Background: an optimization exercise with open tools, aiming at small area. Do not read the settings as production practice.
No activity file was given, so power comes from the tool's default toggle rates.

== v44 ==
==> flow/design.v <==
`timescale 1ns/1ps
module gt_add #(parameter int N = 8) (
    input  logic [N-1:0] a,
    input  logic [N-1:0] b,
    input  logic         ci,
    output logic [N-1:0] s
);
    logic [N:0] c;
    assign c[0] = ci;
    for (genvar i = 0; i < N; i++) begin : g_bit
        assign s[i]   = a[i] ^ b[i] ^ c[i];
        assign c[i+1] = (a[i] & b[i]) | (a[i] & c[i]) | (b[i] & c[i]);
    end
endmodule
module gt_seq (
    input  logic clk25M,
    input  logic reset,
    input  logic frame_tick,
    output logic busy,
    output logic b1,
    output logic b2,
    output logic b3
);
    logic [5:0] seq;
    assign busy = (seq != 6'b100010);
    assign b1 = (seq[3:0] == 4'b0000);
    assign b2 = !seq[5] && !seq[4] && !seq[2] && !seq[1];
    assign b3 = !seq[5] && !seq[3] && !seq[2] && !seq[0];
    always_ff @(posedge clk25M) begin
        if (reset)     seq <= 6'b100010;
        else if (busy) seq <= {seq[4:0], seq[5] ^ seq[4] ^ seq[2] ^ seq[1]};
        else           seq <= {4'b1000, !frame_tick, 1'b0};
    end
endmodule
module gt_hq (
    input  logic       b1, b2, dir_r,
    input  logic [3:0] speed,
    input  logic [8:0] lp,
    input  logic [9:0] scan_h,
    output logic [9:0] hq,
    output logic       hc
);
    always_comb begin
        if (b1) begin
            hq = dir_r ? {6'b000000, speed} : {6'b111111, ~speed};
            hc = !dir_r;
        end else if (b2) begin
            hq = ~{lp, 1'b0};
            hc = 1'b0;
        end else begin
            hq = ~scan_h;
            hc = 1'b0;
        end
    end
endmodule
module gt_vq (
    input  logic       b1, b2,
    input  logic [6:0] lm,
    input  logic [9:0] scan_v,
    output logic [6:0] vq,
    output logic       vc
);
    always_comb begin
        if (b1) begin
            vq = 7'd0;
            vc = 1'b1;
        end else if (b2) begin
            vq = ~{1'b0, lm[6:1]};
            vc = 1'b0;
        end else begin
            vq = ~scan_v[9:3];
            vc = 1'b0;
        end
    end
endmodule
module gt_cq (
    input  logic       b2, b3, go_left,
    input  logic [9:0] scan_h,
    output logic [8:0] cq,
    output logic       cc
);
    always_comb begin
        if (b2) begin
            cq = 9'd4;
            cc = 1'b0;
        end else if (b3) begin
            cq = {9{go_left}};
            cc = !go_left;
        end else begin
            cq = ~scan_h[9:1];
            cc = 1'b0;
        end
    end
endmodule
module gt_dec (
    input  logic [9:0]  hs,
    input  logic [6:0]  vs,
    input  logic        ext,
    input  logic [15:0] alive,
    output logic        inv_hit,
    output logic [1:0]  row,
    output logic [1:0]  col
);
    logic [9:0] dh;
    logic [6:0] dv;
    logic       in_col, in_row;
    assign dh = ~hs;
    assign dv = ~vs;
    assign in_col = (dh[9:7] == 3'd0) && !dh[4];
    assign col    = dh[6:5];
    always_comb begin
        in_row = 1'b1;
        case (dv)
            7'd0, 7'd1:   row = 2'd0;
            7'd6, 7'd7:   row = 2'd1;
            7'd12, 7'd13: row = 2'd2;
            7'd18, 7'd19: row = 2'd3;
            7'd127: begin row = 2'd0; in_row = ext; end
            7'd5:   begin row = 2'd1; in_row = ext; end
            7'd11:  begin row = 2'd2; in_row = ext; end
            7'd17:  begin row = 2'd3; in_row = ext; end
            default: begin row = 2'd0; in_row = 1'b0; end
        endcase
    end
    assign inv_hit = in_col && in_row && alive[{row, col}];
endmodule
module gt_wall (
    input  logic [15:0] alive,
    input  logic        dir_r,
    input  logic [9:0]  hs,
    input  logic [5:0]  yq,
    output logic        wall,
    output logic        floor_hit
);
    logic [3:0] col_alive, row_alive;
    logic [1:0] cdir;
    logic       any_alive;
    always_comb begin
        for (int c = 0; c < 4; c++)
            col_alive[c] = alive[c] | alive[4+c] | alive[8+c] | alive[12+c];
        for (int r = 0; r < 4; r++)
            row_alive[r] = |alive[4*r +: 4];
        any_alive = |col_alive;
        if (dir_r)
            cdir = col_alive[3] ? 2'd3 : col_alive[2] ? 2'd2 : col_alive[1] ? 2'd1 : 2'd0;
        else
            cdir = col_alive[0] ? 2'd0 : col_alive[1] ? 2'd1 : col_alive[2] ? 2'd2 : 2'd3;
        if (row_alive[3])      floor_hit = yq[5];
        else if (row_alive[2]) floor_hit = yq[5] && (yq[4:0] >= 5'd6);
        else if (row_alive[1]) floor_hit = yq[5] && (yq[4:0] >= 5'd12);
        else                   floor_hit = yq[5] && (yq[4:0] >= 5'd18);
    end
    assign wall = any_alive && hs[9] && (hs[8:7] == {2{!dir_r}})
               && (hs[6:5] == ~cdir) && hs[4] && (hs[3:0] != 4'd0);
endmodule
module gt_pix (
    input  logic [9:0] scan_h,
    input  logic [9:0] scan_v,
    input  logic [8:0] cs,
    input  logic [7:0] ls,
    input  logic [8:0] lp,
    input  logic       la,
    input  logic       inv_hit,
    input  logic [1:0] row,
    output logic [2:0] cls
);
    wire can_px = (scan_v[9:3] == 7'd55) && (cs[8:3] == 6'b111111);
    wire las_px = la && (scan_h[9:1] == lp) && !scan_h[0] && (ls[7:1] == 7'h7f);
    always_comb begin
        if (las_px)       cls = 3'b111;
        else if (can_px)  cls = 3'b110;
        else if (inv_hit) begin
            case (row)
                2'd0:    cls = 3'b101;
                2'd1:    cls = 3'b011;
                2'd2:    cls = 3'b010;
                default: cls = 3'b100;
            endcase
        end else          cls = 3'b000;
    end
endmodule
module game_top (
    input  logic              clk25M,
    input  logic              reset,
    input  logic              frame_tick,
    input  logic              btn_left,
    input  logic              btn_right,
    input  logic              btn_fire,
    input  logic [3:0]        speed,
    input  logic              scan_en,
    input  logic [9:0]        scan_h,
    input  logic [9:0]        scan_v,
    output logic              busy,
    output logic              pixel_en,
    output logic [11:0]       pixel_color
);
    logic        b1, b2, b3;
    logic [9:0]  fx;
    logic [5:0]  yq;
    logic [15:0] alive;
    logic        dir_r;
    logic [8:0]  cp;
    logic        la;
    logic [8:0]  lp;
    logic [6:0]  lm;
    gt_seq u_seq (.clk25M(clk25M), .reset(reset), .frame_tick(frame_tick),
                  .busy(busy), .b1(b1), .b2(b2), .b3(b3));
    logic [9:0] hq, hs;
    logic       hc;
    logic [6:0] vq, vs;
    logic       vc;
    logic [8:0] cq, cs;
    logic       cc;
    logic [7:0] ls;
    wire go_left  = btn_left && (cp != 9'd0);
    wire go_right = btn_right && (cp < 9'd312);
    gt_hq u_hq (.b1(b1), .b2(b2), .dir_r(dir_r), .speed(speed), .lp(lp), .scan_h(scan_h), .hq(hq), .hc(hc));
    gt_add #(10) u_ha (.a(fx), .b(hq), .ci(hc), .s(hs));
    gt_vq u_vq (.b1(b1), .b2(b2), .lm(lm), .scan_v(scan_v), .vq(vq), .vc(vc));
    gt_add #(7) u_va (.a({1'b0, yq}), .b(vq), .ci(vc), .s(vs));
    gt_cq u_cq (.b2(b2), .b3(b3), .go_left(go_left), .scan_h(scan_h), .cq(cq), .cc(cc));
    gt_add #(9) u_ca (.a(cp), .b(cq), .ci(cc), .s(cs));
    gt_add #(8) u_la (.a({1'b0, lm}), .b(b2 ? 8'hff : ~scan_v[9:2]), .ci(1'b0), .s(ls));
    logic       inv_hit, wall, floor_hit;
    logic [1:0] row, col;
    gt_dec u_dec (.hs(hs), .vs(vs), .ext(b2 && lm[0]), .alive(alive),
                  .inv_hit(inv_hit), .row(row), .col(col));
    gt_wall u_wall (.alive(alive), .dir_r(dir_r), .hs(hs), .yq(yq),
                    .wall(wall), .floor_hit(floor_hit));
    wire hit     = b2 && la && inv_hit;
    wire la_left = la && !hit;
    always_ff @(posedge clk25M) begin
        if (reset) begin
            fx    <= 10'd32;
            yq    <= 6'd4;
            dir_r <= 1'b1;
            cp    <= 9'd156;
            la    <= 1'b0;
        end else begin
            if (b1) begin
                if (wall) begin
                    dir_r <= !dir_r;
                    if (!floor_hit) yq <= vs[5:0];
                end else begin
                    fx <= hs;
                end
            end
            if (b2) la <= la_left ? !ls[7] : btn_fire;
            if (b3 && (go_left || go_right)) cp <= cs;
        end
    end
    always_ff @(posedge clk25M) begin
        for (int i = 0; i < 16; i++)
            alive[i] <= reset || (alive[i] && !(hit && {row, col} == 4'(i)));
    end
    always_ff @(posedge clk25M) begin
        if (b2) begin
            lm <= la_left ? ls[6:0] : 7'd108;
            if (!la_left) lp <= cs;
        end
    end
    localparam logic [2:0] NONE = 3'b001;
    logic [2:0] cls, px_q1, px_q2;
    gt_pix u_pix (.scan_h(scan_h), .scan_v(scan_v), .cs(cs), .ls(ls), .lp(lp), .la(la),
                  .inv_hit(inv_hit), .row(row), .cls(cls));
    always_ff @(posedge clk25M) begin
        px_q1 <= (reset || !scan_en) ? NONE : cls;
        px_q2 <= reset ? NONE : px_q1;
    end
    assign pixel_en = (px_q2 != NONE);
    assign pixel_color = {{4{px_q2[2]}},
                          px_q2[1] | (px_q2[2] & !px_q2[0]),
                          {3{px_q2[1]}},
                          {4{px_q2[0]}}};
endmodule
==> flow/config.mk <==
export PLATFORM = sky130hd
export DESIGN_NAME = game_top
export DESIGN_NICKNAME = game_top
export VERILOG_FILES = /design/flow/design.v
export SDC_FILE = /design/flow/constraint.sdc
export NUM_CORES = 4
export LEC_CHECK = 0
export ABC_AREA = 1
export CAP_MARGIN = 20
export CORE_MARGIN = 2
export CORE_UTILIZATION = 65
export SLEW_MARGIN = 20
==> flow/constraint.sdc <==
create_clock -name core_clock -period 6.0 [get_ports {clk25M}]
set_input_delay 1.2000 -clock core_clock [delete_from_list [all_inputs] [get_ports {clk25M}]]
set_output_delay 1.2000 -clock core_clock [all_outputs]
set_load 0.01 [all_outputs]
standard.sh (not shown) runs the stock make flow with config.mk's settings and CLKGATE_MAP_FILE= SYNTH_SCRIPT=/design/flow/synth_recipe.tcl, a recipe that flattens the netlist after the stock synthesis.
==> flow/flow/run.sh <==
#!/bin/bash
# The standard layout with three changes: an area-oriented ABC script for
# the combinational logic (registers are mapped before ABC, so they are the
# standard synthesis's), the smallest buffer on the ports, and a clock tree
# without dummy loads.
set -euo pipefail
rm -rf scripts_abc
cp -r "$FLOW_HOME/scripts" scripts_abc
cp flow/abc_area.script scripts_abc/abc_area.script
bash standard.sh \
  "SCRIPTS_DIR=$PWD/scripts_abc" \
  "BUFFER_PORTS_ARGS=-buffer_cell sky130_fd_sc_hd__buf_1" \
  "CTS_ARGS=-sink_clustering_enable -repair_clock_nets -dont_use_dummy_load -buf_list sky130_fd_sc_hd__clkbuf_8" \
  finish > standard.log 2>&1
==> flow/flow/abc_area.script <==
strash
&get -n
&st
&syn2
&dch -f
&nf -R 1000
&put
strash
&get -n
&st
&dch -f
&nf -R 1000
&put
topo
dnsize -c
The flow did not stop early for v44: all stages ran, and the layout cleared the timing, DRC and antenna checks.
Input-level comparison between v32 and v44:
==> flow/flow/run.sh <==
#!/bin/bash
# The standard layout with two changes: the smallest buffer on the ports,
# and a clock tree without dummy loads.
set -euo pipefail
bash standard.sh \
  "BUFFER_PORTS_ARGS=-buffer_cell sky130_fd_sc_hd__buf_1" \
  "CTS_ARGS=-sink_clustering_enable -repair_clock_nets -dont_use_dummy_load -buf_list sky130_fd_sc_hd__clkbuf_8" \
  finish > standard.log 2>&1
removed: flow/flow/abc_area.script
==> results.txt <==
- Fraction of met2 tracks used by global routing for v32 is higher than for v44.
- v32 — final cell count 15% higher, v44 as reference
- NOTE synthesized cell count v44->v32 increased by more than 10%
- Higher largest net degree at the start of global routing goes to v44 over v32.
- Summed instance area of the synthesized netlist on v32 is behind v44.
- Cell area after layout: v32 vs v44 — no meaningful difference
- In summary, v32 completed successfully, with a layout that passed the timing, DRC and antenna checks.
- Cmp v32 and v44 / utilization / higher: v44
- Route | v32 vs v44 | wire longer in v32
- In v32, the first-pass GRT wire length came out about 6% above the value in v44.
- v32: proportion of cell area occupied by multi-input gates 0.33 points below v44
> inputs changed (v32 -> v51)
==> flow/flow/run.sh <==
#!/bin/bash
# The standard layout with three changes: an area-oriented ABC script for
# the combinational logic (registers are mapped before ABC, so they are the
# standard synthesis's), the smallest buffer on the ports, and a clock tree
# without dummy loads.
set -euo pipefail
rm -rf scripts_abc
cp -r "$FLOW_HOME/scripts" scripts_abc
cp flow/abc_area.script scripts_abc/abc_area.script
bash standard.sh \
  "SCRIPTS_DIR=$PWD/scripts_abc" \
  "BUFFER_PORTS_ARGS=-buffer_cell sky130_fd_sc_hd__buf_1" \
  "CTS_ARGS=-sink_clustering_enable -repair_clock_nets -dont_use_dummy_load -buf_list sky130_fd_sc_hd__clkbuf_8" \
  finish > standard.log 2>&1
==> flow/flow/abc_area.script (new file) <==
&get -n
&st
&syn2
&dch -f
&nf -R 1000
&put
strash
&get -n
&st
&dch -f
&nf -R 1000
&put
topo
stime -c
buffer -c
upsize -c
dnsize -c
[summary]
Compared with v32, in v51 final core utilization moved up; via count moved down; worst-path maximum fanout moved up.
v51 vs v32: amount of wire on met2 after detailed routing down by a few percent
In the reports for v51 and v32, the larger post-route fraction of the period consumed by the critical path belongs to v51.
Compared to v32, v51 has net count reported at finish 82 lower.
First-pass GRT wire length: v51 vs v32 down about 3.4%
Wire length: v51 < v32
Input changes introduced in v2 (baseline for comparison: v51):
==> flow/flow/abc_area.script <==
&get -n
&st
&dch -f
&nf -R 1000
&put
topo
dnsize -c
Of the two values seen for category of the most critical setup path, flop to flop was produced by v2 and primary input to flop by v51.
The critical path endpoint comes out lp[6] in one run and la in the other, namely in v51 and v2 respectively.
v2: no failed stages, no open violations at the end
The higher fill cell instance count of the final layout of v2 and v51 is in v51.
Cell with the largest stage delay on the worst path: sky130_fd_sc_hd__or3b_4 -> v2, sky130_fd_sc_hd__fa_1 -> v51
Taking v51 as the reference, in v2 clock skew fell by 9.3 ps; areal power density over the cells rose by about 8%; synthesized cell count fell by 28; internal reg-to-reg setup slack fell by 270 ps; area added between synthesis and finish rose by 12 points.
No run of this note included a check of the RTL's function; only the layout flow was run.

-- what the ideal ports hide --
The flow's constraints put no driver on any port. The routed layouts listed below were extracted and timed again, unchanged, in two steps.
Step 1: set_driving_cell puts a clkbuf_16 on clk25M and a buf_2 on each other input, an assumption about the parent block.
Step 2 times the ports against the registers' clock, not the clock port: input delays grow and output delays shrink by t, the midpoint of the rising clock arrivals with the driver on.
Slacks: ideal ports / drivers / drivers and shift; pairs: ideal ports / drivers.
run | t (ns) | slack for setup (ns) | worst register clock-pin slew, ns | cell pins on the clock port's net
v44 | 0.374 | 0.227 / 0.238 / -0.136 | 0.08 / 0.08 | 1
v32 | 0.361 | 0.291 / 0.295 / -0.066 | 0.08 / 0.08 | 1
v51 | 0.377 | 0.217 / 0.215 / -0.162 | 0.09 / 0.09 | 1
v2 | 0.367 | 0.076 / 0.076 / -0.260 | 0.08 / 0.08 | 1
With both steps, setup timing fails in every run listed, where it was met with ideal ports. The setup slack of v51, which loses most, moves by -0.002 ns with the drivers and by -0.379 ns with both steps.
